Source: an optimization exercise on an open RTL-to-GDS flow (aim: small area, a short achievable clock period and few clock cycles). Production flows keep margins and buffers that such runs may drop. Power figures rest on the tool's default switching activity, not on a simulated workload.

==> module weight_update, before the edit <==
module weight_update
(
   input  logic  clk,
   input  logic  reset,
   input  logic  cmd_valid,
   input  logic  cmd_init,
   output logic  cmd_ready,
   input  wu_pkg::word_t weight_in,
   input  logic  weight_valid,
   output logic  weight_ready,
   input  wu_pkg::word_t gradient_in,
   input  logic  gradient_valid,
   output logic  gradient_ready,
   output wu_pkg::word_t result_out,
   output logic  result_valid,
   input  logic  result_ready,
   input  wu_pkg::len_t  total_length,
   input  wu_pkg::node_t node_id,
   input  wu_pkg::node_t num_node,
   output wu_pkg::addr_t avs_address,
   output wu_pkg::word_t avs_writedata,
   output logic  avs_read,
   output logic  avs_write,
   input  wu_pkg::word_t avs_readdata,
   input  logic  avs_waitrequest,
   input  logic  avs_readdatavalid
);
   localparam int CNT_W = $clog2(wu_pkg::NSLOT + 1);
   localparam int HI_W  = wu_pkg::ADDR_W - wu_pkg::LG_SLICE_WORDS;
   typedef enum logic [1:0] {S_IDLE, S_INIT, S_WALK} state_t;
   state_t        state, state_n;
   logic          cmd_rdy_q;
   logic          init_done, init_done_n;
   logic          wrdy_q;          
   logic          grdy_q;          
   logic [CNT_W-1:0] rd_cnt;       
   wu_pkg::word_t upd_q;           
   logic          w_need, w_need_n;      
   logic          res_need, res_need_n;  
   logic          rd_act;
   wu_pkg::addr_t rd_addr;
   logic          rd_cross;
   wu_pkg::addr_t wr_addr;
   logic [HI_W-1:0] wr_prev_hi;
   logic [wu_pkg::LG_SLICE_WORDS-1:0] wr_lo;
   logic          wr_behind;
   wu_pkg::word_t head;
   logic          head_empty, head_empty_n;
   logic          buf_full, buf_full_n;
   localparam int GL_W = wu_pkg::LANE_W - wu_pkg::LR_SHIFT;
   logic [wu_pkg::LANES*GL_W-1:0] gsh_q;    
   logic          g_full, g_full_n;
   logic          g_take;
   wu_pkg::word_t upd_word;
   logic bus_free, wr_acc, upd_free, load, w_take;
   logic wr_cand, rd_cand, issue_rd, issue_wr;
   logic walk_start, init_end, walk_end, cmd_acc;
   logic in_init, in_walk, take_last;
   assign in_init = (state == S_INIT);
   assign in_walk = (state == S_WALK);
   for (genvar i = 0; i < wu_pkg::LANES; i++) begin : g_lane
      logic [GL_W-1:0] gl;
      assign gl = gsh_q[i*GL_W +: GL_W];
      fast_add #(.W(wu_pkg::LANE_W)) i_sub (
         .a   (head[i*wu_pkg::LANE_W +: wu_pkg::LANE_W]),
         .b   (~{{wu_pkg::LR_SHIFT{gl[GL_W-1]}}, gl}),
         .cin (1'b1),
         .sum (upd_word[i*wu_pkg::LANE_W +: wu_pkg::LANE_W]),
         .cout ()
      );
   end
   assign cmd_ready      = cmd_rdy_q;
   assign cmd_acc        = cmd_valid && cmd_rdy_q;
   assign weight_ready   = wrdy_q;
   assign gradient_ready = grdy_q;
   assign result_valid   = res_need;
   assign result_out     = upd_q;
   assign avs_writedata  = upd_q;
   assign bus_free = !(avs_read || avs_write) || !avs_waitrequest;
   assign wr_acc   = avs_write && !avs_waitrequest;
   assign upd_free = (!w_need || wr_acc) && (!res_need || result_ready);
   assign w_take = wrdy_q && weight_valid;
   assign g_take = grdy_q && gradient_valid;
   assign load   = !head_empty && upd_free && (in_init || (in_walk && g_full));
   assign wr_cand  = load || (w_need && !avs_write);
   assign rd_cand  = in_walk && rd_act && (rd_cnt < CNT_W'(wu_pkg::NSLOT));
   assign issue_rd = bus_free && rd_cand;
   assign issue_wr = bus_free && !rd_cand && wr_cand;
   assign init_end   = in_init && init_done && head_empty && (!w_need || wr_acc);
   assign walk_start = (cmd_acc && !cmd_init) || init_end;
   assign walk_end   = in_walk && !rd_act && (rd_cnt == '0) && upd_free;
   slice_walker i_walker (
      .clk (clk), .reset (reset),
      .start (walk_start || cmd_acc), .start_lin ((state == S_IDLE) && cmd_init), .lin (in_init),
      .step (in_init ? w_take : issue_rd),
      .node_id (node_id), .num_node (num_node), .total_length (total_length),
      .addr_valid (rd_act), .addr (rd_addr), .slice_done (rd_cross), .len_last (take_last)
   );
   assign wr_addr = {wr_behind ? wr_prev_hi : rd_addr[wu_pkg::ADDR_W-1:wu_pkg::LG_SLICE_WORDS], wr_lo};
   always_ff @(posedge clk) begin
      if (rd_cross) wr_prev_hi <= rd_addr[wu_pkg::ADDR_W-1:wu_pkg::LG_SLICE_WORDS];
      if (reset || walk_start || cmd_acc) begin
         wr_lo     <= '0;
         wr_behind <= 1'b0;
      end else begin
         if (issue_wr) wr_lo <= wr_lo + 1'b1;
         if (rd_cross) wr_behind <= 1'b1;
         else if (issue_wr && (&wr_lo)) wr_behind <= 1'b0;
      end
   end
   sync_fifo #(.DW(wu_pkg::WORD_W), .DEPTH(wu_pkg::NSLOT)) i_buf (
      .clk (clk), .reset (reset),
      .wr_data (in_init ? weight_in : avs_readdata), .wr_en (in_init ? w_take : avs_readdatavalid),
      .rd_en (load), .rd_data (head), .empty (head_empty), .full (buf_full),
      .empty_n (head_empty_n), .full_n (buf_full_n)
   );
   always_comb begin
      state_n = state;
      case (state)
         S_IDLE:  if (cmd_acc) state_n = cmd_init ? S_INIT : S_WALK;
         S_INIT:  if (init_end) state_n = S_WALK;
         S_WALK:  if (walk_end) state_n = S_IDLE;
         default: state_n = S_IDLE;
      endcase
      w_need_n   = load ? 1'b1 : (w_need && !wr_acc);
      res_need_n = load ? in_walk : (res_need && !result_ready);
      init_done_n = cmd_acc ? 1'b0 : (init_done || (w_take && take_last));
      g_full_n    = g_take || (g_full && !load);
   end
   always_ff @(posedge clk) begin
      if (reset || g_take || load) begin
         for (int i = 0; i < wu_pkg::LANES; i++) begin
            gsh_q[i*GL_W +: GL_W] <= (g_take && !reset) ? gradient_in[i*wu_pkg::LANE_W + wu_pkg::LR_SHIFT +: GL_W] : '0;
         end
      end
   end
   always_ff @(posedge clk) begin
      if (load) upd_q <= upd_word;
      if (issue_rd) avs_address <= rd_addr;
      else if (issue_wr) avs_address <= wr_addr;
   end
   always_ff @(posedge clk) begin
      if (reset) begin
         state     <= S_IDLE;
         cmd_rdy_q <= 1'b0;
         init_done <= 1'b0;
         wrdy_q    <= 1'b0;
         grdy_q    <= 1'b0;
         g_full    <= 1'b0;
         rd_cnt    <= '0;
         w_need    <= 1'b0;
         res_need  <= 1'b0;
         avs_read  <= 1'b0;
         avs_write <= 1'b0;
      end else begin
         if (bus_free) begin
            avs_read  <= issue_rd;
            avs_write <= issue_wr;
         end
         rd_cnt    <= rd_cnt + CNT_W'(issue_rd) - CNT_W'(load && in_walk);
         state     <= state_n;
         w_need    <= w_need_n;
         res_need  <= res_need_n;
         init_done <= init_done_n;
         cmd_rdy_q <= (state_n == S_IDLE);
         wrdy_q    <= (state_n == S_INIT) && !init_done_n && !buf_full_n;
         g_full    <= g_full_n;
         grdy_q    <= (state_n == S_WALK) && !g_full_n &&
                      ((rd_cnt + CNT_W'(issue_rd) - CNT_W'(load && in_walk)) != '0);
      end
   end
endmodule
make LEC_CHECK=0 ABC_CLOCK_PERIOD_IN_PS=2300 CAP_MARGIN=20 CORE_MARGIN=2 CORE_UTILIZATION=40 SETUP_SLACK_MARGIN=3.7 SLEW_MARGIN=20 finish   # period 6.0 ns
run.sh (not shown) runs the stock make flow with config.mk's settings and CLKGATE_MAP_FILE= SYNTH_SCRIPT=/design/flow/synth_recipe.tcl, a recipe that flattens the netlist after the stock synthesis.
The baseline completed with no timing, DRC or antenna violations.
Then changed:
--- a/flow/design.v
+++ b/flow/design.v
@@ -224,27 +224,25 @@
    logic [wu_pkg::LG_SLICE_WORDS-1:0] wr_lo;
    logic          wr_behind;
    wu_pkg::word_t head;
    logic          head_empty, head_empty_n;
    logic          buf_full, buf_full_n;
-   localparam int GL_W = wu_pkg::LANE_W - wu_pkg::LR_SHIFT;
-   logic [wu_pkg::LANES*GL_W-1:0] gsh_q;    
-   logic          g_full, g_full_n;
-   logic          g_take;
+   wu_pkg::word_t grad;
    wu_pkg::word_t upd_word;
    logic bus_free, wr_acc, upd_free, load, w_take;
    logic wr_cand, rd_cand, issue_rd, issue_wr;
    logic walk_start, init_end, walk_end, cmd_acc;
    logic in_init, in_walk, take_last;
    assign in_init = (state == S_INIT);
    assign in_walk = (state == S_WALK);
+   assign grad = in_walk ? gradient_in : '0;
    for (genvar i = 0; i < wu_pkg::LANES; i++) begin : g_lane
-      logic [GL_W-1:0] gl;
-      assign gl = gsh_q[i*GL_W +: GL_W];
+      logic [wu_pkg::LANE_W-1:0] gl;
+      assign gl = grad[i*wu_pkg::LANE_W +: wu_pkg::LANE_W];
       fast_add #(.W(wu_pkg::LANE_W)) i_sub (
          .a   (head[i*wu_pkg::LANE_W +: wu_pkg::LANE_W]),
-         .b   (~{{wu_pkg::LR_SHIFT{gl[GL_W-1]}}, gl}),
+         .b   (~{{wu_pkg::LR_SHIFT{gl[wu_pkg::LANE_W-1]}}, gl[wu_pkg::LANE_W-1:wu_pkg::LR_SHIFT]}),
          .cin (1'b1),
          .sum (upd_word[i*wu_pkg::LANE_W +: wu_pkg::LANE_W]),
          .cout ()
       );
    end
@@ -257,16 +255,15 @@
    assign avs_writedata  = upd_q;
    assign bus_free = !(avs_read || avs_write) || !avs_waitrequest;
    assign wr_acc   = avs_write && !avs_waitrequest;
    assign upd_free = (!w_need || wr_acc) && (!res_need || result_ready);
    assign w_take = wrdy_q && weight_valid;
-   assign g_take = grdy_q && gradient_valid;
-   assign load   = !head_empty && upd_free && (in_init || (in_walk && g_full));
+   assign load   = in_init ? (!head_empty && upd_free) : (grdy_q && gradient_valid);
    assign wr_cand  = load || (w_need && !avs_write);
    assign rd_cand  = in_walk && rd_act && (rd_cnt < CNT_W'(wu_pkg::NSLOT));
-   assign issue_rd = bus_free && rd_cand;
-   assign issue_wr = bus_free && !rd_cand && wr_cand;
+   assign issue_wr = bus_free && wr_cand;
+   assign issue_rd = bus_free && !wr_cand && rd_cand;
    assign init_end   = in_init && init_done && head_empty && (!w_need || wr_acc);
    assign walk_start = (cmd_acc && !cmd_init) || init_end;
    assign walk_end   = in_walk && !rd_act && (rd_cnt == '0) && upd_free;
    slice_walker i_walker (
       .clk (clk), .reset (reset),
@@ -302,18 +299,10 @@
          default: state_n = S_IDLE;
       endcase
       w_need_n   = load ? 1'b1 : (w_need && !wr_acc);
       res_need_n = load ? in_walk : (res_need && !result_ready);
       init_done_n = cmd_acc ? 1'b0 : (init_done || (w_take && take_last));
-      g_full_n    = g_take || (g_full && !load);
-   end
-   always_ff @(posedge clk) begin
-      if (reset || g_take || load) begin
-         for (int i = 0; i < wu_pkg::LANES; i++) begin
-            gsh_q[i*GL_W +: GL_W] <= (g_take && !reset) ? gradient_in[i*wu_pkg::LANE_W + wu_pkg::LR_SHIFT +: GL_W] : '0;
-         end
-      end
    end
    always_ff @(posedge clk) begin
       if (load) upd_q <= upd_word;
       if (issue_rd) avs_address <= rd_addr;
       else if (issue_wr) avs_address <= wr_addr;
@@ -323,11 +312,10 @@
          state     <= S_IDLE;
          cmd_rdy_q <= 1'b0;
          init_done <= 1'b0;
          wrdy_q    <= 1'b0;
          grdy_q    <= 1'b0;
-         g_full    <= 1'b0;
          rd_cnt    <= '0;
          w_need    <= 1'b0;
          res_need  <= 1'b0;
          avs_read  <= 1'b0;
          avs_write <= 1'b0;
@@ -341,11 +329,9 @@
          w_need    <= w_need_n;
          res_need  <= res_need_n;
          init_done <= init_done_n;
          cmd_rdy_q <= (state_n == S_IDLE);
          wrdy_q    <= (state_n == S_INIT) && !init_done_n && !buf_full_n;
-         g_full    <= g_full_n;
-         grdy_q    <= (state_n == S_WALK) && !g_full_n &&
-                      ((rd_cnt + CNT_W'(issue_rd) - CNT_W'(load && in_walk)) != '0);
+         grdy_q    <= (state_n == S_WALK) && !head_empty_n && !w_need_n && !res_need_n;
       end
    end
 endmodule
Outcome:
- The new run went through all stages and came out clean
- synthesized cell count went down by 5.7%
- clock power fell by 9.2%
- die area fell by 9.0%
- via count is lower by 4.5%
- routed wire length drops by 2.7%
- sequential share of layout area came out lower by 3.5 points
- sequential power falls by 11%
- area after synthesis went down by 9.2%
- final area is lower by 4.2%
- register-to-register slack loses 0.27 ns
- power goes down by 7.3%
- utilization went up by 2.9 points
- final cell count is lower by 3.6%
- global-route usage is higher by 1.2 points
No run of this note included a check of the RTL's function; only the layout flow was run.

==> static timing again, ports no longer ideal <==
How much do the figures lean on ideal ports? The routed layouts below were timed once more, with nothing changed but the port constraints.
Step 1 sets driving cells, clkbuf_16 on the clock port and buf_2 on the other inputs (assumed; they add their load-dependent delay and slew).
Step 2, shift: input delay + t, output delay - t, t = (earliest + latest rising clock arrival at the registers) / 2. This alone moves slack from input paths to output paths.
a / b / c = ideal / step 1 / step 2; a / b = the first two.
run	shift t [ns]	slack for setup (ns)	worst setup path after step 2	latest minus earliest clock arrival (ns)	cell pins on the clock port's net
the first run	0.642	3.037 / 3.037 / 2.916	input to register	0.025 / 0.024	1
the second run	0.617	2.749 / 2.771 / 2.166	input to register	0.024 / 0.024	1
After both steps every run listed still meets setup and hold. The setup slack of the second run, which loses most, moves by +0.022 ns with the drivers and by -0.583 ns with both steps.
